This design comes from an exercise in tuning for small area, a short achievable clock period and few clock cycles per item on the open sky130 flow, not from production work. RTL that was checked went through simulation tests only; none was proved equivalent to the original. For run 4, only the layout was checked, not whether the RTL still works.

**flow/flow/run.sh**
```bash
#!/bin/bash
set -e
export SETUP_SLACK_MARGIN=6.4
bash standard.sh > standard.log 2>&1
```
**flow/config.mk**
```make
export PLATFORM = sky130hd
export DESIGN_NAME = rational_arithmetic_unit
export DESIGN_NICKNAME = rational_arithmetic_unit
export VERILOG_FILES = /design/flow/design.v
export SDC_FILE = /design/flow/constraint.sdc
export NUM_CORES = 4
export LEC_CHECK = 0
export ABC_CLOCK_PERIOD_IN_PS = 4000
export CAP_MARGIN = 20
export CORE_MARGIN = 2
export CORE_UTILIZATION = 40
export SLEW_MARGIN = 20
```
**flow/design.v**
```verilog
`default_nettype none
package rau_pkg;
    localparam int OPERAND_WIDTH_DEF = 16;
    localparam int ACTION_WIDTH = 3;
    localparam logic [ACTION_WIDTH-1:0] ACT_ADD = 3'd0;
    localparam logic [ACTION_WIDTH-1:0] ACT_SUB = 3'd1;
    localparam logic [ACTION_WIDTH-1:0] ACT_MUL = 3'd2;
    localparam logic [ACTION_WIDTH-1:0] ACT_DIV = 3'd3;
    localparam logic [ACTION_WIDTH-1:0] ACT_INC = 3'd4;
    localparam logic [ACTION_WIDTH-1:0] ACT_DEC = 3'd5;
endpackage
`default_nettype wire
`default_nettype none
import rau_pkg::*;
module rational_arithmetic_unit #(
    parameter int OPERAND_WIDTH = rau_pkg::OPERAND_WIDTH_DEF
) (
    input  wire logic                       aclk,
    input  wire logic                       aresetn,
    input  wire logic                       s_valid,
    output logic                            s_ready,
    input  wire logic [rau_pkg::ACTION_WIDTH-1:0] s_action,
    input  wire logic signed [OPERAND_WIDTH-1:0] s_first_numerator,
    input  wire logic signed [OPERAND_WIDTH-1:0] s_first_denominator,
    input  wire logic signed [OPERAND_WIDTH-1:0] s_second_numerator,
    input  wire logic signed [OPERAND_WIDTH-1:0] s_second_denominator,
    output logic                            m_valid,
    input  wire logic                       m_ready,
    output logic signed [2*OPERAND_WIDTH:0] m_result_numerator,
    output logic signed [2*OPERAND_WIDTH:0] m_result_denominator,
    output logic                            m_zero_over_zero
);
    localparam int OW = OPERAND_WIDTH;    
    localparam int NW = 2 * OW + 1;       
    localparam int DW = 2 * OW;           
    localparam int PW = OW + 4;           
    localparam int QW = OW + 3;           
    localparam int K  = 3;                
    function automatic logic [1:0] tzk(input logic [K:0] v);
        tzk = K[1:0];
        for (int i = K - 1; i >= 1; i = i - 1)
            if (v[i]) tzk = i[1:0];
    endfunction
    typedef enum logic [1:0] {F_IDLE, F_MUL, F_FIX, F_DONE} fst_t;
    fst_t fst_reg;
    logic [2:0] cnt_reg;
    logic       fund_reg;                 
    logic       fsub_reg;                 
    logic       fq_reg;                   
    logic       fdf_reg;                  
    logic       fsd_reg;                  
    logic       fsn_reg;                  
    logic       fnzn_reg, fnzd_reg;       
    logic signed [OW-1:0] fn1_reg, fd1_reg;
    logic [OW-1:0] mb_reg, mf_reg;
    logic signed [PW-1:0] accn_reg;
    logic signed [QW-1:0] accd_reg;
    logic          take;                  
    function automatic logic [2:0] bdec(input logic [2:0] t, input logic neg_in);
        logic one, two, neg;
        one = t[1] ^ t[0];
        two = (t == 3'b011) || (t == 3'b100);
        neg = (t[2] && !(t[1] && t[0])) ^ neg_in;
        bdec = {neg, two, one};
    endfunction
    function automatic logic [OW+1:0] bpp(input logic [2:0] d, input logic signed [OW-1:0] a);
        logic [OW+1:0] ae;
        ae  = {{2{a[OW-1]}}, a};
        bpp = ((d[0] ? ae : '0) | (d[1] ? (ae << 1) : '0)) ^ {(OW+2){d[2]}};
    endfunction
    logic [2:0]    db_reg, dn_reg, dc_reg;    
    logic [2:0]    tb_nx, tf_nx;
    logic [OW+1:0] ppb, ppf, ppc;
    logic signed [PW-1:0] sumn;
    logic signed [QW-1:0] sumd;
    assign tb_nx = {mb_reg[3:2], mb_reg[1]};
    assign tf_nx = {mf_reg[3:2], mf_reg[1]};
    assign ppb  = bpp(db_reg, fn1_reg);
    assign ppf  = bpp(dn_reg, fd1_reg);
    assign ppc  = bpp(dc_reg, fd1_reg);
    assign sumn = accn_reg + {{(PW-OW-2){ppb[OW+1]}}, ppb} + {{(PW-OW-2){ppf[OW+1]}}, ppf}
                  + PW'(db_reg[2]) + PW'(dn_reg[2]);
    assign sumd = accd_reg + {{(QW-OW-2){ppc[OW+1]}}, ppc} + QW'(dc_reg[2]);
    logic          q_in, sub_in, df_in;
    logic [OW-1:0] b_in, f_in;
    assign q_in   = !(s_action == ACT_MUL || s_action == ACT_DIV);
    assign df_in  = s_action == ACT_MUL || s_action == ACT_DIV;
    assign sub_in = s_action[0];
    always_comb begin
        case (s_action)
            ACT_ADD, ACT_SUB, ACT_DIV: begin b_in = s_second_denominator; f_in = s_second_numerator; end
            ACT_MUL:                   begin b_in = s_second_numerator; f_in = s_second_denominator; end
            default:                   begin b_in = OW'(1); f_in = OW'(1); end
        endcase
    end
    logic [NW-1:0] fnum, fnum_neg;
    logic [DW-1:0] fan, fad;
    assign fnum     = {accn_reg[OW:0], mb_reg};
    assign fnum_neg = ~fnum + NW'(1);
    assign fan      = {accn_reg[OW-1:0], mb_reg};
    assign fad      = {accd_reg[OW-1:0], mf_reg};
    logic          fboth_even;
    logic [DW-1:0] fan_sh, fad_sh;
    assign fboth_even = !mb_reg[0] && !mf_reg[0] && fnzn_reg && fnzd_reg;
    assign fan_sh     = fan >> 1;
    assign fad_sh     = fad >> 1;
    logic sd_in;
    always_comb begin
        case (s_action)
            ACT_DIV:          sd_in = s_first_denominator[OW-1] ^ s_second_numerator[OW-1];
            ACT_INC, ACT_DEC: sd_in = s_first_denominator[OW-1];
            default:          sd_in = s_first_denominator[OW-1] ^ s_second_denominator[OW-1];
        endcase
    end
    assign s_ready = (fst_reg == F_IDLE);
    always_ff @(posedge aclk) begin
        if (!aresetn) begin
            fst_reg <= F_IDLE;
        end else begin
            case (fst_reg)
                F_IDLE: if (s_valid) fst_reg <= (s_action[2] && s_action[1]) ? F_DONE : F_MUL;
                F_MUL:  if (cnt_reg == 3'd7) fst_reg <= F_FIX;
                F_FIX:  fst_reg <= F_DONE;
                F_DONE: if (take) fst_reg <= F_IDLE;
                default: fst_reg <= F_IDLE;
            endcase
        end
        case (fst_reg)
            F_IDLE: begin
                fn1_reg  <= s_first_numerator;
                fd1_reg  <= s_first_denominator;
                fund_reg <= s_action[2] && s_action[1];
                fsub_reg <= sub_in;
                fq_reg   <= q_in;
                fdf_reg  <= df_in;
                fsd_reg  <= sd_in;
                mb_reg   <= b_in;
                mf_reg   <= f_in;
                db_reg   <= bdec({b_in[1:0], 1'b0}, 1'b0);
                dn_reg   <= q_in ? bdec({f_in[1:0], 1'b0}, sub_in) : {sub_in, 2'b00};
                dc_reg   <= bdec(df_in ? {f_in[1:0], 1'b0} : {b_in[1:0], 1'b0}, sd_in);
                accn_reg <= '0; accd_reg <= '0;
                cnt_reg <= '0;
                fnzn_reg <= 1'b0; fnzd_reg <= 1'b0; fsn_reg <= 1'b0;
            end
            F_MUL: begin
                accn_reg <= sumn >>> 2;
                accd_reg <= sumd >>> 2;
                mb_reg <= {sumn[1:0], mb_reg[OW-1:2]};
                mf_reg <= {sumd[1:0], mf_reg[OW-1:2]};
                db_reg <= bdec(tb_nx, 1'b0);
                dn_reg <= fq_reg ? bdec(tf_nx, fsub_reg) : {fsub_reg, 2'b00};
                dc_reg <= bdec(fdf_reg ? tf_nx : tb_nx, fsd_reg);
                cnt_reg <= cnt_reg + 3'd1;
            end
            F_FIX: begin
                fsn_reg  <= fnum[NW-1];
                fnzn_reg <= fnum != '0;
                fnzd_reg <= fad != '0;
                if (fnum[NW-1]) {accn_reg[OW:0], mb_reg} <= fnum_neg;
            end
            F_DONE: begin
                if (fboth_even) begin
                    {accn_reg[OW-1:0], mb_reg} <= fan_sh;
                    {accd_reg[OW-1:0], mf_reg} <= fad_sh;
                end
            end
            default: ;
        endcase
    end
    logic          run_reg;               
    logic [DW-1:0] x_reg, x_next;
    logic [DW-1:0] y_reg, y_next;
    logic [NW-1:0] cx1_reg, cx1_next, cy1_reg, cy1_next;
    logic [DW-1:0] cx2_reg, cx2_next, cy2_reg, cy2_next;
    logic          zoz_reg, zoz_next;
    logic          zx_reg, zx_next;       
    logic [NW-1:0] dxy, dyx;
    logic          ge, xe;
    logic [DW-1:0] v;
    logic [1:0]    s;
    logic [NW-1:0] c1;
    logic [DW-1:0] c2;
    assign dxy = {1'b0, x_reg} - {1'b0, y_reg};
    assign dyx = {1'b0, y_reg} - {1'b0, x_reg};
    assign ge  = !dxy[NW-1];
    assign xe  = !x_reg[0];
    assign v   = xe ? x_reg : (ge ? dxy[DW-1:0] : dyx[DW-1:0]);
    assign s   = tzk(xe ? x_reg[K:0] : dxy[K:0]);
    assign c1  = (xe || ge) ? cx1_reg : cy1_reg;
    assign c2  = (xe || ge) ? cx2_reg : cy2_reg;
    logic          swap, zoz_in, zero_in;
    logic [NW-1:0] sn;
    logic [DW-1:0] sd;
    assign swap    = !fad[0] && fnzn_reg;
    assign zoz_in  = !fund_reg && !fnzn_reg && !fnzd_reg;
    assign zero_in = fund_reg || (swap ? !fnzd_reg : !fnzn_reg);
    assign sn      = fsn_reg ? '1 : NW'(1);
    assign sd      = fsd_reg ? '1 : DW'(1);
    logic done;
    assign done    = run_reg && zx_reg;
    assign m_valid = done;
    assign take    = (fst_reg == F_DONE) && !fboth_even && (!run_reg || (done && m_ready));
    always_comb begin
        x_next = v >> s;
        y_next = (!xe && !ge) ? x_reg : y_reg;
        cx1_next = c1 << s;
        cx2_next = c2 << s;
        cy1_next = xe ? cy1_reg : cx1_reg + cy1_reg;
        cy2_next = xe ? cy2_reg : cx2_reg + cy2_reg;
        zx_next = zx_reg || (x_reg[0] && x_reg == y_reg);
        zoz_next = zoz_reg;
        if (take) begin
            zoz_next = zoz_in;
            zx_next  = zero_in || zoz_in;
            if (fund_reg || zoz_in) begin
                x_next = '0; cy1_next = '0; cy2_next = '0;
            end else if (!swap) begin
                x_next = fan; y_next = fad;
                cx1_next = sn; cx2_next = '0; cy1_next = '0; cy2_next = sd;
            end else begin
                x_next = fad; y_next = fan;
                cx1_next = '0; cx2_next = sd; cy1_next = sn; cy2_next = '0;
            end
        end
    end
    always_ff @(posedge aclk) begin
        if (!aresetn) begin
            run_reg <= 1'b0;
        end else begin
            if (take)                run_reg <= 1'b1;
            else if (done && m_ready) run_reg <= 1'b0;
        end
        x_reg <= x_next; y_reg <= y_next;
        cx1_reg <= cx1_next; cx2_reg <= cx2_next; cy1_reg <= cy1_next; cy2_reg <= cy2_next;
        zoz_reg <= zoz_next; zx_reg <= zx_next;
    end
    assign m_result_numerator   = cy1_reg;
    assign m_result_denominator = {cy2_reg[DW-1], cy2_reg};
    assign m_zero_over_zero     = zoz_reg;
endmodule
`default_nettype wire
```
**flow/constraint.sdc**
```tcl
create_clock -name core_clock -period 10.0 [get_ports {aclk}]
set_input_delay 2.0000 -clock core_clock [delete_from_list [all_inputs] [get_ports {aclk}]]
set_output_delay 2.0000 -clock core_clock [all_outputs]
set_load 0.01 [all_outputs]
```
**flow/standard.sh**
```bash
#!/bin/bash
# synth_recipe.tcl (not shown) runs the flow's synth.tcl, then flattens the netlist and writes it again
# the make line also repeats each setting of config.mk as NAME=value (left out here)
make -C /OpenROAD-flow-scripts/flow DESIGN_CONFIG=/design/flow/config.mk WORK_HOME=/design/flow/orfs CLKGATE_MAP_FILE= SYNTH_SCRIPT=/design/flow/synth_recipe.tcl "${@:-finish}"
```
==> results of run 1 <==
## kinds of logic (layout without fill, tap and decap cells)
kind of cell | count (synthesis) | after routing | synth area share, %
AO/OA/AOI/OAI | 949 | 949 | 25.8
AND/OR/NAND/NOR | 687 | 690 | 12.7
buffers and inverters | 358 | 513 | 5.56
flip-flops | 318 | 318 | 33.1
XOR/XNOR | 198 | 198 | 6.99
adder cells (fa/ha/maj) | 197 | 197 | 10.6
multiplexers | 128 | 128 | 5.20
other | 0 | 1 | 0
## worst min-delay path by stage
| stage | from | endpoint | cells after the start |
|---|---|---|---|
| after global placement | y_reg[31] | y_reg[31] | 2 |
| after global routing | cnt_reg[0] | cnt_reg[0] | 1 |
| after detailed placement | y_reg[31] | y_reg[31] | 2 |
| after CTS | fst_reg[1] | fst_reg[1] | 2 |
| after floorplan | zx_reg | zx_reg | 2 |
| final | fst_reg[1] | fst_reg[1] | 2 |
## placed cells by master (no fill, tap or decap), types with 38 or more instances in the layout
master	instances
xor2_1	85
a22oi_1	132
edfxtp_1	185
mux2i_1	109
nand2_1	132
o221ai_1	67
inv_1	163
nand3_1	38
buf_4	92
clkbuf_16	44
dfxtp_1	116
ha_1	133
xnor2_1	106
o21ai_0	212
a21oi_1	154
a21o_1	81
nor2_1	307
clkdlybuf4s50_1	119
## through the flow
step,instance area [sq um],worst slack (ps)
4_1_cts,29700,6400
2_1_floorplan,24900,6380
3_3_place_gp,26700,4570
6_report,30500,6320
5_1_grt,30500,6160
3_5_place_dp,26800,4550
## Yosys cell counts, drive strengths merged, types with 8 or more instances
master / n / share of area, %
a22oi: 140 / 4.2
nand2: 145 / 2.2
ha: 174 / 8.8
a21oi: 174 / 3.5
o21ai: 227 / 4.6
a31oi: 30 / 0.76
o221ai: 68 / 2.4
nand2b: 25 / 0.63
xor2: 89 / 3.1
o211ai: 30 / 0.91
nor3: 39 / 0.83
and2: 16 / 0.40
a211oi: 18 / 0.54
o31ai: 19 / 0.57
dfxtp: 133 / 11
inv: 171 / 2.6
nor4: 16 / 0.49
nand3: 41 / 0.83
buf: 39 / 0.73
and3: 8 / 0.20
o21bai: 12 / 0.36
mux2i: 121 / 4.9
a22o: 13 / 0.46
clkbuf: 148 / 2.2
a221o: 13 / 0.52
or3: 13 / 0.33
edfxtp: 185 / 22
nor2: 314 / 4.8
nand4: 17 / 0.45
a222oi: 27 / 1.1
xnor2: 109 / 3.8
o21a: 24 / 0.73
nor2b: 20 / 0.50
fa: 23 / 1.9
a21o: 81 / 2.5
## cell type report
cell class / instances / area (sq um) / area share [%]
multi-input combinational: 2162 / 16400 / 53.6
sequential: 318 / 8250 / 27.0
timing repair buffer: 267 / 2900 / 9.49
clock buffer: 59 / 1180 / 3.85
tap: 790 / 988 / 3.24
inverter: 171 / 662 / 2.17
clock inverter: 16 / 173 / 0.566
antenna: 1 / 2.50 / 0.00820
## layer usage
metal	up-vias	track usage (%)	wire (um)
met5	-	0	10
met4	2	7.90	2640
met3	190	3.90	6190
met1	11400	33.5	36100
met2	970	42.7	39300
li1	10800	-	-
## worst min-delay path, stage by stage, from the launching register on
cell	delay (ps)
dfxtp_4	360
nor2_1	100
a211oi_1	50
## repair_timing
item	4_1_cts	5_1_grt
cloned	14	1
pin swaps	34	45
resized for setup	169	142
setup endpoints to repair	255	115
setup buffers	59	31
==> out/metrics.csv, run 1 <==
metric;value;unit
endpoint class of the critical path;flop;
Reg2Reg Capture Point;accn_reg[9];
Post-synth EDFFs;185;
Placed Cells incl. Taps;3603;
register bit total from synthesis;318;
Worst Clk Skew;33.0;ps
Starting Density;40.3;%
Core Box Area;61500;sq um
Critical Path Source;dn_reg[1];
Hold WC Path Type;flop to flop;
die width;253;um
max incr delay on CP;580;ps
Post-synth top flop;edfxtp_1;
Layout Cells excl Fill;3784;
syn nets;3103;
crit path launch type;flop;
Slew Limit Fails;0;
Final #Nets;3229;
critical path's slowest cell;fa_1;
unrepaired setup endpoints after global routing;true;
Avg Inst Size Synth;8.75;sq um
Area Growth Syn to Fin;23.1;%
fillers;5703;
R2R cell count;16;
CP Capture Point;accn_reg[9];
layout cells sized above 1;14.0;%
drt first pass iters;7;
Residual DRC;0;
Final Wtd Congestion;0.914;
Worst Tran Pin Value;791;ps
CTS Root Buffer Type;clkbuf_16;
site row count;91;
CTS Buf Count;41;
hold_ws;548;ps
Post-Synthesis Cell Area;24800;sq um
vias in the first global route;22600;
CP Max Fanout;7;
DR WL/cell;22.3;um
Bufs and invs on worst path;2;
clock latency at the later pin of the worst-skew pair;570;ps
critical path cell sequence;buf_12 > a22oi_2 > xor2_2 > fa_1 > inv_2 > ha_4 > and4_1 > o21ai_2 > and3_4 > o41ai_4 > nand2_2 > nand2b_1 > a21oi_2 > xnor2_1 > a222oi_1 > nor2_1;
Max-slew headroom;46.9;%
ys async rst share;0;%
CP delay by family, top;compound AO/OA/AOI/OAI gates;
Util after Layout;49.7;%
Warnings, synthesis;1;
CTS tree;done;
critical path data arrival time;4000;ps
critical path depth in cells;16;
Final Setup Violations;0;
synth unique cells;88;
DRT antenna net count;0;
I/O Buffers;139;
R2R Setup Slk;6320;ps
die span in y;253;um
Iter 0 DRT Violations;2346;
io pins;140;
H-tree Lvls;2;
Max Cap Viol;0;
Fin. Hold Viols;0;
GRT Util Overall;25.4;%
initial antenna violation count;1;
Seq/Total Area, Yosys;33.1;%
Sink Count;318;
final worst path period share;36.8;%
post-layout min period;3680;ps
reg2reg start;dn_reg[1];
Hold Buf Count CTS;0;
Vias/cell;6.16;
Die Footprint;64000;sq um
total congestion overflow;0;
outcome;finished clean;
Fin Setup TNS;0;ps
Max Fclk;0.272;GHz
global-route wire length before repair;129;mm
crit path kind;flop to flop;
CP Data Required Time;10310;ps
CTS clk-pin slew, worst paths;60;ps
clk buf depth;3;
Post-Route WL;84.2;mm
Final HPWL DP;56.4;mm
Mapped Cells;2835;
via count;23300;
largest net degree at the start of global routing;72;
Testbench counts, summed over its fixed seeds: cycles 27,044, items 1,500.
==> run 2, diff against run 1 <==
--- a/flow/design.v
+++ b/flow/design.v
@@ -35,11 +35,11 @@
     localparam int DW = 2 * OW;           
     localparam int PW = OW + 4;           
     localparam int QW = OW + 3;           
-    localparam int K  = 3;                
-    function automatic logic [1:0] tzk(input logic [K:0] v);
-        tzk = K[1:0];
+    localparam int K  = 4;                
+    function automatic logic [2:0] tzk(input logic [K:0] v);
+        tzk = K[2:0];
         for (int i = K - 1; i >= 1; i = i - 1)
-            if (v[i]) tzk = i[1:0];
+            if (v[i]) tzk = i[2:0];
     endfunction
     typedef enum logic [1:0] {F_IDLE, F_MUL, F_FIX, F_DONE} fst_t;
     fst_t fst_reg;
@@ -178,7 +178,7 @@
     logic [NW-1:0] dxy, dyx;
     logic          ge, xe;
     logic [DW-1:0] v;
-    logic [1:0]    s;
+    logic [2:0]    s;
     logic [NW-1:0] c1;
     logic [DW-1:0] c2;
     assign dxy = {1'b0, x_reg} - {1'b0, y_reg};
==> run 2 against run 1 <==
Die area up 6.4%. Flip-flop and latch count did not move. Register-to-register slack got worse by 330 ps. Worst hold slack got worse by 2.6 ps. Global-route usage grew 1.9 points. First-iteration DRC count rose by 18%. Maximum frequency fell by 8.1%. Critical path depth stayed put. Wire length grew 17%. Sequential share of layout area fell by 2.2 points. Via count up 11%.
==> out/metrics.csv, run 2 <==
metric;value;unit;change
most frequent cells after synthesis;a21oi_1, o21ai_0, nand2_1, mux2i_1, edfxtp_1;;
top cells by area, synth;edfxtp_1, dfxtp_1, ha_1;;
CTS Root Buffer Type;clkbuf_16;;
synthesized-area fraction occupied by adder cells;9.98;%;-0.65 points
XOR/XNOR share of the synthesized area;5.93;%;-1.1 points
endpoint class of the critical path;flop;;
Post-Synthesis Cell Area;26400;sq um;+6.5%
Post-synth top flop;edfxtp_1;;
R2R Setup Slk;5990;ps;-330 ps
die span in y;261;um;+3.2%
Slew Limit Fails;0;;unchanged
final instance area;33400;sq um;+9.3%
Mapped Cells;3021;;+6.6%
Avg Inst Size Synth;8.75;sq um;about the same
Final Setup Violations;0;;unchanged
vias in the first global route;24800;;+9.7%
CP Max Fanout;4;;-3
Vias/cell;6.27;;+1.8%
Fin Setup TNS;0;ps;unchanged
most common library cell in the layout ignoring fill and taps;a21oi_1;;
compound-gate portion of the synthesized area;26.9;%;+1.2 points
Fin. Hold Viols;0;;unchanged
final worst path period share;40.1;%;+3.3 points
Final #Nets;3507;;+8.6%
reg2reg start;db_reg[1];;
largest net degree at the start of global routing;68;;-5.6%
total congestion overflow;0;;unchanged
Sink Count;318;;unchanged
unrepaired setup endpoints after global routing;true;;
Warnings, synthesis;1;;unchanged
post-layout min period;4010;ps;+326 ps
Max Fclk;0.250;GHz;-8.1%
most frequent cells in the layout;a21oi_1, o21ai_0, nand2_1, buf_4, edfxtp_1;;
Starting Density;40.3;%;-0.086 points
via count;25900;;+11%
CP Capture Point;accn_reg[14];;
Iter 0 DRT Violations;2769;;+18%
Hold Buf Count CTS;0;;unchanged
synth unique cells;94;;+6.8%
syn nets;3289;;+6.0%
Post-synth EDFFs;185;;unchanged
DR WL/cell;23.9;um;+7.3%
Final HPWL DP;67.0;mm;+19%
clk buf depth;3;;unchanged
io pins;140;;unchanged
Seq/Total Area, Yosys;31.1;%;-2.0 points
CTS clk-pin slew, worst paths;60;ps;about the same
ys async rst share;0;%;unchanged
CP Data Required Time;10310;ps;about the same
crit path launch type;flop;;
global-route wire length before repair;146;mm;+13%
critical path data arrival time;4320;ps;+320 ps
layout cells sized above 1;18.6;%;+4.6 points
Reg2Reg Capture Point;accn_reg[14];;
site row count;94;;+3.3%
Critical Path Source;db_reg[1];;
Max-slew headroom;23.3;%;-24 points
crit path kind;flop to flop;;
Max Cap Viol;0;;unchanged
outcome;finished clean;;
H-tree Lvls;2;;unchanged
Final Wtd Congestion;0.972;;+6.4%
initial antenna violation count;3;;+2
main combinational cell family by area after synthesis;compound AO/OA/AOI/OAI gates;;
die width;261;um;+3.2%
Placed Area;28500;sq um;+6.6%
clock latency at the later pin of the worst-skew pair;580;ps;about the same
Worst Clk Skew;17.2;ps;-15.8 ps
Hold WC Path Type;flop to flop;;
Core Box Area;65600;sq um;+6.7%
CTS Buf Count;41;;unchanged
drt first pass iters;9;;+2
Post-Route WL;98.8;mm;+17%
simple-gate portion of the synthesized area;12.4;%;-0.33 points
top-area cell type share of the netlist area;21.0;%;-1.4 points
Area Growth Syn to Fin;26.2;%;
count leader, synth;a21oi_1;;
R2R cell count;16;;unchanged
CTS tree;done;;
ANT cells;0;;-1
Die Footprint;68100;sq um;+6.4%
cell accounting for the most synthesized area;edfxtp_1;;
GRT Util Overall;27.3;%;+1.9 points
Worst Tran Pin Value;1140;ps;+349 ps
register bit total from synthesis;318;;unchanged
Residual DRC;0;;unchanged
mux share of post-synthesis cell area;8.03;%;+2.8 points
DRT antenna net count;0;;unchanged
I/O Buffers;139;;unchanged
[run 2: area by class of cell]
class                   count  area (sq um)
well taps                 864          1080
inverters                 169           648
fillers                  6088         32300
clock inverters            16           170
multi-input cells        2337         18300
clock buffers              60          1230
repair buffers            372          3660
flip-flops and latches    318          8290
[run 2: routing by layer]
| metal | wire length (um) | part of all wire, % | GRT usage (%) |
|---|---|---|---|
| met4 | 3870 | 3.9 | 9.44 |
| met2 | 44400 | 45 | 43.8 |
| met3 | 8360 | 8.5 | 4.06 |
| met1 | 42100 | 43 | 37.6 |
| met5 | 27 | 0.027 | 0 |
[run 2: worst min-delay path by stage]
| stage | start | depth (start not counted) | to | slack (ps) |
|---|---|---|---|---|
| after floorplan | y_reg[0] | 2 | y_reg[0] | 470 |
| after global placement | y_reg[31] | 2 | y_reg[31] | 540 |
| after detailed placement | y_reg[31] | 2 | y_reg[31] | 530 |
| after CTS | zx_reg | 2 | zx_reg | 540 |
| after global routing | cnt_reg[0] | 1 | cnt_reg[0] | 590 |
| final | y_reg[31] | 2 | y_reg[31] | 550 |
[run 2: cell families after synthesis]
kind of cell | Yosys count
DFF | 318
AOI/OAI and AO/OA | 1074
and+or+nand+nor | 677
muxes | 206
buffers and inverters | 370
adders and majority gates | 197
xor gates and xnor gates | 179
[run 2: critical path, cell delays in order, from the launching register on]
cell and delay (ps):
edfxtp_1 530, a22oi_2 250, xor2_1 210, fa_1 480, buf_4 160, fa_2 360
nand2b_4 160, a21boi_4 150, o21ai_2 100, a211oi_2 300, o41ai_4 100, o21ai_2 210
o41ai_2 80, buf_4 150, xnor2_2 120, a222oi_1 260, nor2_1 90
[run 2: per-stage QoR]
step / instances / util, % / worst slack (ps) / hold WS, ps
after floorplan: 3021 / - / 6380 / 467
after global placement: 3857 / 43.4 / 4880 / 538
after detailed placement: 3857 / 43.5 / 4770 / 533
after CTS: 4045 / 48.5 / 6130 / 545
after global routing: 4136 / 50.8 / 5870 / 591
final: 4136 / 50.8 / 5990 / 546
[run 2: repair_timing]
item                       CTS  global route
setup buffers              103            85
pin swaps                   56            94
gates cloned                 9             6
setup endpoints to repair  305           144
gates resized for setup    237           186
Testbench counts of run 2, summed over its fixed seeds: cycles 25,700, items 1,500.
==> run 3, diff against run 2 <==
==> flow/flow/run.sh (replaced) <==
#!/bin/bash
set -e
export SETUP_SLACK_MARGIN=6
bash standard.sh > standard.log 2>&1
==> run 3 against run 2 <==
Non-clock buffer count fell by 156. Worst hold slack improved by 19 ps. Critical path depth fell by 3. Count of clock-buffer cells in the layout fell by 3. Critical path type unchanged. Largest cell class unchanged.
==> out/metrics.csv, run 3 <==
metric;value;unit;change
final worst path period share;39.6;%;-0.52 points
Max-slew headroom;26.5;%;+3.2 points
Slew Limit Fails;0;;unchanged
total congestion overflow;0;;unchanged
layout cells sized above 1;10.1;%;-8.5 points
Final #Nets;3349;;-4.5%
most common library cell in the layout ignoring fill and taps;a21oi_1;;
Placed Area;28500;sq um;-0.21%
Max Fclk;0.253;GHz;+1.3%
clk buf depth;3;;unchanged
hold_ws;565;ps;+19.4 ps
Iter 0 DRT Violations;2753;;-0.58%
endpoint class of the critical path;flop;;
Post-Synthesis Cell Area;26400;sq um;unchanged
top cells by area, synth;edfxtp_1, dfxtp_1, ha_1;;
Post-Route WL;92.2;mm;-6.6%
Final HPWL DP;65.9;mm;-1.7%
Area Growth Syn to Fin;17.4;%;
initial antenna violation count;1;;-2
register bit total from synthesis;318;;unchanged
via count;24800;;-4.2%
Seq/Total Area, Yosys;31.1;%;unchanged
Layout Cells excl Fill;3977;;-3.8%
critical path data arrival time;4390;ps;+70 ps
Placed Cells incl. Taps;3860;;+0.078%
Most Crowded Layer GR;met2;;
cell accounting for the most synthesized area;edfxtp_1;;
critical path's slowest cell;mux4_2;;
crit path launch type;flop;;
synth unique cells;94;;unchanged
most frequent cells after synthesis;a21oi_1, o21ai_0, nand2_1, mux2i_1, edfxtp_1;;
global-route wire length before repair;140;mm;-4.0%
CTS Buf Count;40;;-2.4%
DRT antenna net count;0;;unchanged
H-tree Lvls;2;;unchanged
Vias/cell;6.24;;-0.38%
Mapped Cells;3021;;unchanged
vias in the first global route;23800;;-3.7%
I/O Buffers;139;;unchanged
critical path cell sequence;inv_1 > ha_2 > nand4_1 > nor4_4 > nand3_2 > o21a_1 > buf_8 > nand2_8 > mux2i_2 > xnor2_1 > mux4_2 > a222oi_1 > o211ai_1;;
Max Cap Viol;0;;unchanged
Residual DRC;0;;unchanged
Core Box Area;65600;sq um;unchanged
clock latency at the later pin of the worst-skew pair;580;ps;about the same
hold path cells;1;;-1
post-layout min period;3960;ps;-52.2 ps
met1 Use GR;37.0;%;-0.59 points
Warnings, synthesis;1;;unchanged
DR WL/cell;23.2;um;-2.9%
max incr delay on CP;560;ps;+30 ps
Fin Setup TNS;0;ps;unchanged
Hold WC Path Type;flop to flop;;
R2R cell count;13;;-3
count leader, synth;a21oi_1;;
CTS Root Buffer Type;clkbuf_16;;
Worst Tran Pin Value;1100;ps;-40.2 ps
R2R Setup Slk;6040;ps;+50 ps
Post-synth top flop;edfxtp_1;;
final instance area;31000;sq um;-7.0%
CP Max Fanout;13;;+9
Sink Count;318;;unchanged
io pins;140;;unchanged
die width;261;um;unchanged
Worst Clk Skew;16.2;ps;-0.967 ps
syn nets;3289;;unchanged
CP Data Required Time;10430;ps;+120 ps
Starting Density;40.3;%;unchanged
Final Wtd Congestion;0.953;;-2.0%
most frequent cells in the layout;a21oi_1, o21ai_0, nand2_1, mux2i_1, edfxtp_1;;
CTS tree;done;;
Post-synth EDFFs;185;;unchanged
Bufs and invs on worst path;2;;unchanged
largest net degree at the start of global routing;68;;unchanged
CP delay by family, top;simple AND/OR/NAND/NOR gates;;
crit path kind;flop to flop;;
CTS clk-pin slew, worst paths;60;ps;about the same
ys async rst share;0;%;unchanged
drt first pass iters;9;;unchanged
Die Footprint;68100;sq um;unchanged
unrepaired setup endpoints after global routing;true;;
outcome;finished clean;;
ANT cells;0;;unchanged
GRT Util Overall;26.1;%;-1.2 points
die span in y;261;um;unchanged
site row count;94;;unchanged
critical path depth in cells;13;;-3
met3 usage;3.60;%;-0.45 points
Final Setup Violations;0;;unchanged
Fin. Hold Viols;0;;unchanged
Avg Inst Size Synth;8.75;sq um;unchanged
met2 Use GR;40.9;%;-2.8 points
top-area cell type share of the netlist area;21.0;%;unchanged
[run 3: what timing repair did]
action	4_1_cts	5_1_grt
hold buffers	0	0
setup buffers	23	14
gates resized for setup	84	88
cloned	3	3
endpoints found under the setup margin	187	146
pin swaps	20	29
[run 3: final timing paths]
check / endpoint / from
setup / recovery: x_reg[14] / x_reg[13]
hold / removal: cnt_reg[0] / cnt_reg[0]
setup reg to reg: x_reg[14] / x_reg[13]
hold reg to reg: cnt_reg[0] / cnt_reg[0]
[run 3: cells by family after synthesis]
| family | count (synthesis) | synth area share, % |
|---|---|---|
| AO/OA/AOI/OAI | 1074 | 26.9 |
| AND/OR/NAND/NOR | 677 | 12.4 |
| buffers and inverters | 370 | 5.61 |
| flip-flops | 318 | 31.1 |
| multiplexers | 206 | 8.03 |
| adder cells (fa/ha/maj) | 197 | 9.98 |
| XOR/XNOR | 179 | 5.93 |
[run 3: metrics by stage]
| stage | utilization (%) | worst slack (ps) |
|---|---|---|
| 6_report | 47.3 | 6040 |
| 2_1_floorplan | - | 5980 |
| 3_5_place_dp | 43.4 | 4450 |
| 4_1_cts | 46.3 | 6000 |
| 5_1_grt | 47.3 | 5950 |
| 3_3_place_gp | 43.4 | 4550 |
[run 3: final cells by class]
type	count	area (sq um)
Clock buffer	57	1150
Clock inverter	17	171
Fill cell	6252	34600
Inverter	169	634
Multi-Input combinational cell	2336	17600
Sequential cell	318	8220
Tap cell	864	1080
Timing Repair Buffer	216	2170
[run 3: layer usage]
metal	part of all wire, %	wire (um)
met5	0.013	12
met4	3.4	3160
met3	7.3	6730
met2	44	41000
met1	45	41300
==> run 4, diff against run 3 <==
--- a/flow/design.v
+++ b/flow/design.v
@@ -35,13 +35,13 @@
     localparam int DW = 2 * OW;           
     localparam int PW = OW + 4;           
     localparam int QW = OW + 3;           
-    localparam int K  = 4;                
-    function automatic logic [2:0] tzk(input logic [K:0] v);
-        tzk = K[2:0];
+    localparam int K  = 3;                
+    function automatic logic [1:0] tzk(input logic [K:0] v);
+        tzk = K[1:0];
         for (int i = K - 1; i >= 1; i = i - 1)
-            if (v[i]) tzk = i[2:0];
+            if (v[i]) tzk = i[1:0];
     endfunction
-    typedef enum logic [1:0] {F_IDLE, F_MUL, F_FIX, F_DONE} fst_t;
+    typedef enum logic [2:0] {F_IDLE, F_SET, F_MUL, F_FIX, F_DONE} fst_t;
     fst_t fst_reg;
     logic [2:0] cnt_reg;
     logic       fund_reg;                 
@@ -81,16 +81,23 @@
     assign sumn = accn_reg + {{(PW-OW-2){ppb[OW+1]}}, ppb} + {{(PW-OW-2){ppf[OW+1]}}, ppf}
                   + PW'(db_reg[2]) + PW'(dn_reg[2]);
     assign sumd = accd_reg + {{(QW-OW-2){ppc[OW+1]}}, ppc} + QW'(dc_reg[2]);
-    logic          q_in, sub_in, df_in;
+    logic [ACTION_WIDTH-1:0] act_reg;
+    logic          q_in, sub_in, df_in, und_in, sd_in;
     logic [OW-1:0] b_in, f_in;
-    assign q_in   = !(s_action == ACT_MUL || s_action == ACT_DIV);
-    assign df_in  = s_action == ACT_MUL || s_action == ACT_DIV;
-    assign sub_in = s_action[0];
+    assign und_in = act_reg[2] && act_reg[1];
+    assign q_in   = !(act_reg == ACT_MUL || act_reg == ACT_DIV);
+    assign df_in  = act_reg == ACT_MUL || act_reg == ACT_DIV;
+    assign sub_in = act_reg[0];
     always_comb begin
-        case (s_action)
-            ACT_ADD, ACT_SUB, ACT_DIV: begin b_in = s_second_denominator; f_in = s_second_numerator; end
-            ACT_MUL:                   begin b_in = s_second_numerator; f_in = s_second_denominator; end
+        case (act_reg)
+            ACT_ADD, ACT_SUB, ACT_DIV: begin b_in = mb_reg; f_in = mf_reg; end
+            ACT_MUL:                   begin b_in = mf_reg; f_in = mb_reg; end
             default:                   begin b_in = OW'(1); f_in = OW'(1); end
+        endcase
+        case (act_reg)
+            ACT_DIV:          sd_in = fd1_reg[OW-1] ^ mf_reg[OW-1];
+            ACT_INC, ACT_DEC: sd_in = fd1_reg[OW-1];
+            default:          sd_in = fd1_reg[OW-1] ^ mb_reg[OW-1];
         endcase
     end
     logic [NW-1:0] fnum, fnum_neg;
@@ -104,21 +111,14 @@
     assign fboth_even = !mb_reg[0] && !mf_reg[0] && fnzn_reg && fnzd_reg;
     assign fan_sh     = fan >> 1;
     assign fad_sh     = fad >> 1;
-    logic sd_in;
-    always_comb begin
-        case (s_action)
-            ACT_DIV:          sd_in = s_first_denominator[OW-1] ^ s_second_numerator[OW-1];
-            ACT_INC, ACT_DEC: sd_in = s_first_denominator[OW-1];
-            default:          sd_in = s_first_denominator[OW-1] ^ s_second_denominator[OW-1];
-        endcase
-    end
     assign s_ready = (fst_reg == F_IDLE);
     always_ff @(posedge aclk) begin
         if (!aresetn) begin
             fst_reg <= F_IDLE;
         end else begin
             case (fst_reg)
-                F_IDLE: if (s_valid) fst_reg <= (s_action[2] && s_action[1]) ? F_DONE : F_MUL;
+                F_IDLE: if (s_valid) fst_reg <= F_SET;
+                F_SET:  fst_reg <= und_in ? F_DONE : F_MUL;
                 F_MUL:  if (cnt_reg == 3'd7) fst_reg <= F_FIX;
                 F_FIX:  fst_reg <= F_DONE;
                 F_DONE: if (take) fst_reg <= F_IDLE;
@@ -129,7 +129,12 @@
             F_IDLE: begin
                 fn1_reg  <= s_first_numerator;
                 fd1_reg  <= s_first_denominator;
-                fund_reg <= s_action[2] && s_action[1];
+                mb_reg   <= s_second_denominator;
+                mf_reg   <= s_second_numerator;
+                act_reg  <= s_action;
+            end
+            F_SET: begin
+                fund_reg <= und_in;
                 fsub_reg <= sub_in;
                 fq_reg   <= q_in;
                 fdf_reg  <= df_in;
@@ -178,7 +183,7 @@
     logic [NW-1:0] dxy, dyx;
     logic          ge, xe;
     logic [DW-1:0] v;
-    logic [2:0]    s;
+    logic [1:0]    s;
     logic [NW-1:0] c1;
     logic [DW-1:0] c2;
     assign dxy = {1'b0, x_reg} - {1'b0, y_reg};
==> run 4 against run 3 <==
Critical path depth is 9 lower. Final cell count is 0.58% lower. Register-to-register slack better by 80 ps. Flip-flop and latch count is 4 higher. Wire length is 13% lower. Critical path type is now flop to output port. Setup slack better by 26 ps. Highest routed layer unchanged. Core utilization is 0.99 points lower. Final area is 5.7% lower.
==> out/metrics.csv, run 4 <==
metric;value;unit;change
Final HPWL DP;57.7;mm;-12%
Post-synth EDFFs;188;;+1.6%
critical path data arrival time;1930;ps;-2460 ps
layout cells sized above 1;6.69;%;-3.4 points
top cells by area, synth;edfxtp_1, dfxtp_1, ha_1;;
CP delay by family, top;buffers and inverters;;
H-tree Lvls;2;;unchanged
Bufs and invs on worst path;2;;unchanged
die span in y;257;um;-1.6%
outcome;finished clean;;
initial antenna violation count;2;;+1
clk buf depth;3;;unchanged
Post-Synthesis Cell Area;25600;sq um;-3.2%
Max Cap Viol;0;;unchanged
syn nets;3306;;+0.52%
Max Fclk;0.254;GHz;+0.65%
CTS Buf Count;40;;unchanged
die width;257;um;-1.6%
Iter 0 DRT Violations;2249;;-18%
Final #Nets;3339;;-0.30%
io pins;140;;unchanged
Slew Limit Fails;0;;unchanged
Mapped Cells;3043;;+0.73%
CTS Root Buffer Type;clkbuf_16;;
Max-slew headroom;28.1;%;+1.6 points
I/O Buffers;139;;unchanged
pre-CTS setup slack;4780;ps;+332 ps
Fin. Hold Viols;0;;unchanged
Sink Count;322;;+1.3%
vias in the first global route;22700;;-4.7%
Core Box Area;63200;sq um;-3.7%
critical path's slowest cell;or2_4;;
cell accounting for the most synthesized area;edfxtp_1;;
CP Max Fanout;32;;+19
count leader, synth;nand2_1;;
Final Setup Violations;0;;unchanged
unrepaired setup endpoints after global routing;true;;
register bit total from synthesis;322;;+1.3%
Avg Inst Size Synth;8.41;sq um;-3.9%
top-area cell type share of the netlist area;22.1;%;+1.0 points
crit path kind;flop to output port;;
Post-synth top flop;edfxtp_1;;
fillers;6051;;-3.2%
Worst Tran Pin Value;1070;ps;-25.5 ps
Fin Setup TNS;0;ps;unchanged
ys async rst share;0;%;unchanged
Worst Slack Setup Final;6070;ps;+25.6 ps
CTS tree;done;;
CTS clk-pin slew, worst paths;60;ps;about the same
Die Footprint;66000;sq um;-3.1%
Hold WC Path Type;flop to flop;;
CP Data Required Time;8000;ps;-2430 ps
largest net degree at the start of global routing;123;;+81%
Vias/cell;6.00;;-4.0%
Starting Density;40.5;%;+0.23 points
Worst Clk Skew;29.5;ps;+13.3 ps
crit path launch type;flop;;
most frequent cells in the layout;nand2_1, o21ai_0, nor2_1, a21oi_1, edfxtp_1;;
final worst path period share;39.3;%;-0.26 points
drt first pass iters;8;;-1
Seq/Total Area, Yosys;32.5;%;+1.4 points
GRT Util Overall;23.5;%;-2.6 points
Warnings, synthesis;1;;unchanged
DRT antenna net count;0;;unchanged
critical path cell sequence;buf_4 > or2_4 > nor2_4 > dlygate4sd2_1;;
synth unique cells;86;;-8.5%
max incr delay on CP;340;ps;-220 ps
worst hold start;x_reg[2];;
global-route wire length before repair;126;mm;-10%
Post-Route WL;79.9;mm;-13%
endpoint class of the critical path;output port;;
clock latency at the later pin of the worst-skew pair;570;ps;about the same
Residual DRC;0;;unchanged
most frequent cells after synthesis;nand2_1, o21ai_0, nor2_1, a21oi_1, edfxtp_1;;
via count;23700;;-4.5%
reg2reg start;dn_reg[0];;
Area Growth Syn to Fin;14.3;%;
site row count;92;;-2.1%
total congestion overflow;0;;unchanged
Final Wtd Congestion;0.928;;-2.7%
most common library cell in the layout ignoring fill and taps;nand2_1;;
DR WL/cell;20.2;um;-13%
post-layout min period;3930;ps;-25.6 ps
Critical Path Source;fst_reg[1];;
-- run 4: cell types whose count changed in the layout (fill, tap and decap cells not counted), moves of 24 or more --
cell,delta
a31oi_1,+56
a221o_1,-31
nand2_1,+70
o21ai_0,+24
mux2i_1,-82
nor2_1,+110
a21oi_1,-59
-- run 4: cells by family (layout without fill, tap and decap cells) --
family | after synthesis | in the layout | synth area share (%)
xor+xnor | 185 | 185 | 6.33
simple gates | 823 | 823 | 14.5
other cells | 0 | 1 | 0
mux | 111 | 111 | 4.38
fa+ha+maj | 192 | 192 | 10.1
compound gates | 1027 | 1027 | 26.1
flops | 322 | 322 | 32.5
buf+inv | 383 | 447 | 6.03
-- run 4: worst register-to-register path: stages, from the launching register on --
cell and delay (ps):
edfxtp_1 450, buf_4 180, a22oi_1 200, xor2_1 120, fa_1 590, inv_1 60, ha_1 290, and4_1 200
o21ai_1 130, a41oi_2 180, o21ai_2 230, buf_4 140, o211ai_1 130, o21ai_0 180, nor2b_2 190, xnor2_1 80
a22oi_1 140, o22ai_1 100
-- run 4: repair_timing --
item,in CTS,in global routing
pin swaps,4,13
hold buffers,0,0
resized for setup,31,52
setup endpoints to repair,253,99
buffers inserted,19,12
-- run 4: metal layers --
metal | wire [um] | part of all wire (%) | up-vias | GRT usage (%)
li1 | - | - | 11200 | -
met1 | 34300 | 43 | 11500 | 30.7
met2 | 38400 | 48 | 864 | 40.3
met3 | 5020 | 6.3 | 124 | 2.79
met4 | 2230 | 2.8 | 2 | 7.61
met5 | 13 | 0.016 | - | 0
-- run 4: final timing paths --
path                 end  slack (ps)  depth (start not counted)
max              s_ready        6070                          4
min             y_reg[2]         570                          2
max reg2reg  accn_reg[9]        6120                         17
min reg2reg     y_reg[2]         570                          2
-- run 4: layout make-up --
cell class                      instances  area (sq um)  area share, %
Antenna cell                            1          2.50        0.00856
Clock inverter                         15          87.6          0.299
Tap cell                              846          1060           3.62
Sequential cell                       322          8330           28.5
Inverter                              175           666           2.28
Timing Repair Buffer                  199          1900           6.49
Multi-Input combinational cell       2338         16000           54.9
Clock buffer                           58          1160           3.97
-- run 4: stage by stage --
step | instances | area (sq um) | utilization, % | hold slack, ps
final | 3954 | 29200 | 46.3 | 571
after global routing | 3953 | 29200 | 46.3 | 590
after CTS | 3941 | 28900 | 45.8 | 570
after detailed placement | 3849 | 27400 | 43.4 | 562
after global placement | 3849 | 27400 | 43.4 | 545
after floorplan | 3043 | 25600 | - | 424
==> run 5, diff against run 4 <==
--- a/flow/design.v
+++ b/flow/design.v
@@ -35,11 +35,11 @@
     localparam int DW = 2 * OW;           
     localparam int PW = OW + 4;           
     localparam int QW = OW + 3;           
-    localparam int K  = 3;                
-    function automatic logic [1:0] tzk(input logic [K:0] v);
-        tzk = K[1:0];
+    localparam int K  = 4;                
+    function automatic logic [2:0] tzk(input logic [K:0] v);
+        tzk = K[2:0];
         for (int i = K - 1; i >= 1; i = i - 1)
-            if (v[i]) tzk = i[1:0];
+            if (v[i]) tzk = i[2:0];
     endfunction
     typedef enum logic [2:0] {F_IDLE, F_SET, F_MUL, F_FIX, F_DONE} fst_t;
     fst_t fst_reg;
@@ -183,7 +183,7 @@
     logic [NW-1:0] dxy, dyx;
     logic          ge, xe;
     logic [DW-1:0] v;
-    logic [1:0]    s;
+    logic [2:0]    s;
     logic [NW-1:0] c1;
     logic [DW-1:0] c2;
     assign dxy = {1'b0, x_reg} - {1'b0, y_reg};
==> flow/flow/run.sh (replaced) <==
#!/bin/bash
set -e
export SETUP_SLACK_MARGIN=6.4
bash standard.sh > standard.log 2>&1
==> run 5 against run 4 <==
Still clean on timing, DRC and antenna. First-iteration DRC count grew 35%. Critical path depth grew 12. Worst hold slack lost 21 ps. Register-to-register slack is essentially flat. Sequential share of layout area shrank 3.4 points. Wire length grew 18%. Largest cell class unchanged.
==> out/metrics.csv, run 5 <==
metric;value;unit;change
Final #Nets;3456;;+3.5%
outcome;finished clean;;
most frequent CP cell;o21ai_2;;
most frequent cells in the layout;o21ai_0, a21oi_1, nand2_1, edfxtp_1, mux2i_1;;
top cells by area, synth;edfxtp_1, dfxtp_1, mux2i_1;;
via count;25200;;+6.5%
Placed Cells incl. Taps;3807;;-1.1%
Core Box Area;64600;sq um;+2.2%
clock latency at the later pin of the worst-skew pair;580;ps;about the same
Avg Inst Size Synth;8.80;sq um;+4.7%
Fin. Hold Viols;0;;unchanged
Seq/Total Area, Yosys;31.8;%;-0.71 points
Slew Limit Fails;0;;unchanged
Die Footprint;67500;sq um;+2.2%
Placed Area;28200;sq um;+2.7%
Worst Clk Skew;22.3;ps;-7.24 ps
Hold Buf Count CTS;0;;unchanged
crit path kind;flop to flop;;
Final HPWL DP;63.7;mm;+11%
Max Fclk;0.257;GHz;+1.2%
site row count;93;;+1.1%
die width;260;um;+1.1%
CP Data Required Time;10300;ps;+2300 ps
Hold WC Path Type;flop to flop;;
syn nets;3235;;-2.1%
Area Growth Syn to Fin;27.6;%;
unrepaired setup endpoints after global routing;true;;
top-area cell type share of the netlist area;21.6;%;-0.48 points
die span in y;260;um;+1.1%
ANT cells;0;;-1
reg2reg start;db_reg[2];;
Fin Setup TNS;0;ps;unchanged
synth unique cells;90;;+4.7%
Residual DRC;0;;unchanged
CTS Buf Count;40;;unchanged
I/O Buffers;139;;unchanged
critical path cell sequence;buf_4 > xor2_2 > fa_1 > inv_1 > ha_4 > nor2b_2 > o21ai_2 > a21boi_4 > o21ai_2 > a211oi_2 > nor2_1 > a211o_1 > o2111ai_2 > a21oi_2 > xor2_1 > o21ai_1;;
critical path's slowest cell;fa_1;;
Util after Layout;51.7;%;+5.4 points
Final Setup Violations;0;;unchanged
Sink Count;322;;unchanged
Worst Slack Setup Final;6120;ps;+46.2 ps
DRT antenna net count;0;;unchanged
endpoint class of the critical path;flop;;
GRT Util Overall;26.3;%;+2.9 points
final worst path period share;38.8;%;-0.46 points
Critical Path Source;db_reg[2];;
CTS tree;done;;
Mapped Cells;2972;;-2.3%
global-route wire length before repair;140;mm;+11%
ys async rst share;0;%;unchanged
post-layout min period;3880;ps;-46.2 ps
io pins;140;;unchanged
initial antenna violation count;2;;unchanged
final instance area;33400;sq um;+14%
Worst Tran Pin Value;1020;ps;-56.7 ps
vias in the first global route;23900;;+5.2%
most frequent cells after synthesis;o21ai_0, a21oi_1, mux2i_1, nand2_1, edfxtp_1;;
Max Cap Viol;0;;unchanged
CTS Root Buffer Type;clkbuf_16;;
critical path data arrival time;4180;ps;+2250 ps
max incr delay on CP;500;ps;+160 ps
Vias/cell;6.19;;+3.2%
Post-Synthesis Cell Area;26200;sq um;+2.2%
count leader, synth;o21ai_0;;
Final Wtd Congestion;0.930;;+0.28%
Post-synth EDFFs;188;;unchanged
largest net degree at the start of global routing;69;;-44%
Warnings, synthesis;1;;unchanged
Post-Route WL;94.4;mm;+18%
CP Max Fanout;15;;-53%
CTS clk-pin slew, worst paths;60;ps;about the same
most common library cell in the layout ignoring fill and taps;o21ai_0;;
fillers;5859;;-3.2%
total congestion overflow;0;;unchanged
Layout Cells excl Fill;4079;;+3.2%
register bit total from synthesis;322;;unchanged
DR WL/cell;23.2;um;+15%
H-tree Lvls;2;;unchanged
drt first pass iters;8;;unchanged
Starting Density;40.5;%;about the same
layout cells sized above 1;20.6;%;+14 points
worst hold start;zx_reg;;
Iter 0 DRT Violations;3025;;+35%
Bufs and invs on worst path;2;;unchanged
crit path launch type;flop;;
Post-synth top flop;edfxtp_1;;
pre-CTS setup slack;4530;ps;-249 ps
CP delay by family, top;compound AO/OA/AOI/OAI gates;;
clk buf depth;3;;unchanged
cell accounting for the most synthesized area;edfxtp_1;;
Max-slew headroom;32.1;%;+4.0 points
-- run 5: cell types whose count changed after synthesis, moves of 13 or more --
cell	delta
nand2_1	-94
mux2_2	+13
mux2i_1	+120
a21oi_1	+36
a31oi_1	-43
nor2_1	-68
o21ai_0	+26
o221ai_1	+15
nor3_1	-15
-- run 5: path summary, 6_finish.rpt --
| path | cells after the start | to | slack [ps] |
|---|---|---|---|
| max reg2reg | 16 | accn_reg[16] | 6120 |
| max | 16 | accn_reg[16] | 6120 |
| min | 1 | zx_reg | 550 |
| min reg2reg | 1 | zx_reg | 550 |
-- run 5: area by class of cell --
class	count	area [sq um]	share of cell area, %
Clock inverter	18	206	0.618
Clock buffer	55	1100	3.29
Multi-Input combinational cell	2303	18500	55.3
Tap cell	855	1070	3.20
Sequential cell	322	8380	25.1
Inverter	163	619	1.86
Timing Repair Buffer	363	3560	10.7
-- run 5: kinds of logic (layout without fill, tap and decap cells) --
family | count (synthesis) | in the layout | share of synthesized area, %
adders and majority gates | 192 | 192 | 9.84
DFF | 322 | 322 | 31.8
and+or+nand+nor | 646 | 652 | 11.6
xor gates and xnor gates | 193 | 193 | 6.46
muxes | 253 | 253 | 10.2
buffers and inverters | 354 | 599 | 5.33
AOI/OAI and AO/OA | 1012 | 1013 | 24.7
-- run 5: routing by layer --
layer	part of all wire, %	vias to the layer above	GRT usage, %
li1	-	11500	-
met1	41	12400	34.7
met2	48	1152	44.5
met3	7.4	198	3.29
met4	3.2	4	8.89
met5	0.031	-	0
-- run 5: what timing repair did --
action,CTS,global route
setup endpoints to repair,254,224
buffers inserted,100,80
resized for setup,271,228
gates cloned,13,6
pin swaps,70,118
-- run 5: through the flow --
stage	hold slack [ps]
after floorplan	424
after global placement	544
after detailed placement	555
after CTS	547
after global routing	573
final	551
Testbench counts of run 5, summed over its fixed seeds: cycles 26,038, items 1,500.
==> run 6, diff against run 5 <==
--- a/flow/config.mk
+++ b/flow/config.mk
@@ -8,5 +8,5 @@
 export ABC_CLOCK_PERIOD_IN_PS = 4000
 export CAP_MARGIN = 20
 export CORE_MARGIN = 2
-export CORE_UTILIZATION = 40
+export CORE_UTILIZATION = 55
 export SLEW_MARGIN = 20
==> run 6 against run 5 <==
Non-clock buffer count fell by 15. Sequential share of layout area rose by 0.46 points. Worst hold slack worse by 7.3 ps. Register-to-register slack better by 70 ps. Final cell count fell by 6.3%. Synthesized cell count unchanged. Synthesized area stayed put.
==> out/metrics.csv, run 6 <==
metric;value;unit;change
simple-gate portion of the synthesized area;11.6;%;unchanged
ys async rst share;0;%;unchanged
Placed Cells incl. Taps;3558;;-6.5%
Final HPWL DP;60.7;mm;-4.8%
H-tree Lvls;2;;unchanged
Seq/Total Area, Yosys;31.8;%;unchanged
worst hold start;zx_reg;;
Final #Nets;3440;;-0.46%
Warnings, synthesis;1;;unchanged
Hold Buf Count CTS;0;;unchanged
final instance area;32800;sq um;-1.9%
Die Footprint;49300;sq um;-27%
site row count;79;;-15%
CTS Root Buffer Type;clkbuf_16;;
Reg2Reg Capture Point;accn_reg[16];;
die width;222;um;-14%
Max Fclk;0.262;GHz;+1.7%
Post-synth EDFFs;188;;unchanged
endpoint class of the critical path;flop;;
Post-Synthesis Cell Area;26200;sq um;unchanged
Fin Setup TNS;0;ps;unchanged
Post-synth top flop;edfxtp_1;;
DRT antenna net count;0;;unchanged
final worst path period share;38.2;%;-0.66 points
Final Wtd Congestion;0.940;;+1.0%
Post-Route WL;92.3;mm;-2.2%
GRT Util Overall;34.6;%;+8.2 points
synth unique cells;90;;unchanged
Core Box Area;46800;sq um;-28%
Sink Count;322;;unchanged
critical path cell sequence;a22oi_2 > xor2_2 > fa_1 > fa_2 > nor2b_2 > o21ai_2 > a21boi_2 > o21ai_2 > a211oi_2 > nor2_1 > a211o_1 > o2111ai_2 > a21oi_2 > xor2_1 > o21ai_1;;
initial antenna violation count;4;;+2
drt first pass iters;9;;+1
main combinational cell family by area after synthesis;compound AO/OA/AOI/OAI gates;;
unrepaired setup endpoints after global routing;true;;
Layout Cells excl Fill;3820;;-6.3%
layout cells sized above 1;18.4;%;-2.1 points
Vias/cell;6.66;;+7.6%
Max-slew headroom;28.7;%;-3.4 points
DR WL/cell;24.2;um;+4.4%
crit path kind;flop to flop;;
Fin. Hold Viols;0;;unchanged
most frequent cells in the layout;o21ai_0, mux2i_1, a21oi_1, nand2_1, edfxtp_1;;
most frequent CP cell;o21ai_2;;
Hold WC Path Type;flop to flop;;
Worst Clk Skew;37.0;ps;+14.7 ps
hold path cells;1;;unchanged
largest net degree at the start of global routing;66;;-4.3%
CTS Buf Count;40;;unchanged
via count;25400;;+0.81%
Avg Inst Size Synth;8.80;sq um;unchanged
R2R cell count;15;;-1
critical path's slowest cell;edfxtp_1;;
Slew Limit Fails;0;;unchanged
vias in the first global route;24200;;+1.3%
cell accounting for the most synthesized area;edfxtp_1;;
crit path launch type;flop;;
Iter 0 DRT Violations;2707;;-11%
Mapped Cells;2972;;unchanged
R2R Setup Slk;6180;ps;+70 ps
syn nets;3235;;unchanged
CTS tree;done;;
hold_ws;543;ps;-7.33 ps
top cells by area, synth;edfxtp_1, dfxtp_1, mux2i_1;;
io pins;140;;unchanged
Area Growth Syn to Fin;25.2;%;
max incr delay on CP;530;ps;+30 ps
Residual DRC;0;;unchanged
clock latency at the later pin of the worst-skew pair;590;ps;about the same
reg2reg start;db_reg[1];;
compound-gate portion of the synthesized area;24.7;%;unchanged
global-route wire length before repair;136;mm;-2.7%
synthesized-area fraction occupied by adder cells;9.84;%;unchanged
Max Cap Viol;0;;unchanged
CP Max Fanout;3;;-12
I/O Buffers;139;;unchanged
top-area cell type share of the netlist area;21.6;%;unchanged
die span in y;222;um;-14%
most frequent cells after synthesis;o21ai_0, a21oi_1, mux2i_1, nand2_1, edfxtp_1;;
total congestion overflow;0;;unchanged
XOR/XNOR share of the synthesized area;6.46;%;unchanged
Starting Density;56.0;%;+15 points
CP Data Required Time;10320;ps;+20 ps
mux share of post-synthesis cell area;10.2;%;unchanged
critical path data arrival time;4140;ps;-40 ps
Hold Path End;zx_reg;;
count leader, synth;o21ai_0;;
outcome;finished clean;;
register bit total from synthesis;322;;unchanged
Placed Area;27900;sq um;-1.1%
CTS clk-pin slew, worst paths;70;ps;about the same
Final Setup Violations;0;;unchanged
most common library cell in the layout ignoring fill and taps;o21ai_0;;
clk buf depth;3;;unchanged
post-layout min period;3820;ps;-66.4 ps
Worst Tran Pin Value;1070;ps;+48.6 ps
run 6: cell types whose count changed in the layout (fill, tap and decap cells not counted), sizes merged, moves of 2 or more:
cell	delta
buf	-20
dlygate4sd2	-9
clkdlybuf4s50	+8
clkbuf	+6
diode	+4
bufbuf	+2
bufinv	-2
clkinv	+2
run 6: final cells by class:
class                           instances  area, sq um
Tap cell                              607          759
Multi-Input combinational cell       2302        18100
Inverter                              163          624
Sequential cell                       322         8370
Clock buffer                           58         1160
Antenna cell                            4         10.0
Timing Repair Buffer                  348         3550
Fill cell                            3658        14000
Clock inverter                         16          138
run 6: stage by stage:
step	util, %	worst slack (ps)
finish	70.1	6180
detailed placement	59.6	4710
CTS	66.2	6130
global placement	59.6	4780
global route	70.0	6000
floorplan	-	6370
run 6: cell families (layout without fill, tap and decap cells):
| group | Yosys count | after routing |
|---|---|---|
| and+or+nand+nor | 646 | 651 |
| DFF | 322 | 322 |
| xor gates and xnor gates | 193 | 193 |
| AOI/OAI and AO/OA | 1012 | 1013 |
| muxes | 253 | 253 |
| other | 0 | 4 |
| adders and majority gates | 192 | 192 |
| buffers and inverters | 354 | 585 |
run 6: how the worst max path moves through the flow:
stage,from,endpoint,slack (ps)
finish,db_reg[1],accn_reg[16],6180
global placement,m_ready,cx1_reg[26],4780
CTS,db_reg[1],accn_reg[16],6130
detailed placement,m_ready,cx1_reg[29],4710
global route,db_reg[1],accn_reg[16],6000
floorplan,fst_reg[1],s_ready,6370
run 6: metal layers:
metal  share of wire [%]  GRT usage [%]  vias to the layer above  wire, um
li1                    -              -                    11500         -
met1                  39           42.6                    12300     35800
met2                  48           60.3                     1354     44200
met3                 8.7           4.68                      264      8070
met4                 4.6           15.2                        2      4230
met5               0.013              0                        -        12
run 6: critical path, delay by kind of cell, from the launching register on:
family	cells	cell delay, ps
compound gates	9	1590
flops	1	530
simple gates	2	220
xor+xnor	2	350
fa+ha+maj	2	850
run 6: what timing repair did:
action | 4_1_cts | 5_1_grt
gates cloned | 9 | 16
gates resized for setup | 228 | 195
endpoints found under the setup margin | 219 | 209
hold endpoints to repair | 0 | 0
pin swaps | 50 | 84
setup buffers | 80 | 79

[what the ideal ports hide]
Ports are ideal in the flow. The routed layouts listed here were re-timed in OpenROAD.
Step 1 (the two cells are an assumption about what drives the block):
set clk [get_ports {aclk}]
set_driving_cell -lib_cell sky130_fd_sc_hd__clkbuf_16 $clk
set_driving_cell -lib_cell sky130_fd_sc_hd__buf_2 [delete_from_list [all_inputs] $clk]
Step 2 also shifts input and output timing later by t, the mid clock arrival at the registers, as if the neighbouring blocks saw the same clock.
a / b / c = ideal / step 1 / step 2; a / b = the first two.
run | t, ns | setup slack, ns | slew at the worst register clock pin (ns) | cell pins on the clock port's net
run 1 | 0.617 | 6.319 / 6.319 / 5.883 | 0.06 / 0.06 | 1
run 2 | 0.632 | 5.992 / 5.992 / 5.867 | 0.07 / 0.07 | 1
run 3 | 0.627 | 6.045 / 6.045 / 5.510 | 0.06 / 0.06 | 1
run 4 | 0.611 | 6.070 / 6.015 / 5.571 | 0.07 / 0.07 | 1
run 5 | 0.633 | 6.116 / 6.116 / 6.116 | 0.06 / 0.06 | 1
run 6 | 0.631 | 6.183 / 6.183 / 5.964 | 0.07 / 0.07 | 1
After both steps every run listed still meets setup and hold. The setup slack of run 3, which loses most, moves by 0.000 ns with the drivers and by -0.535 ns with both steps.
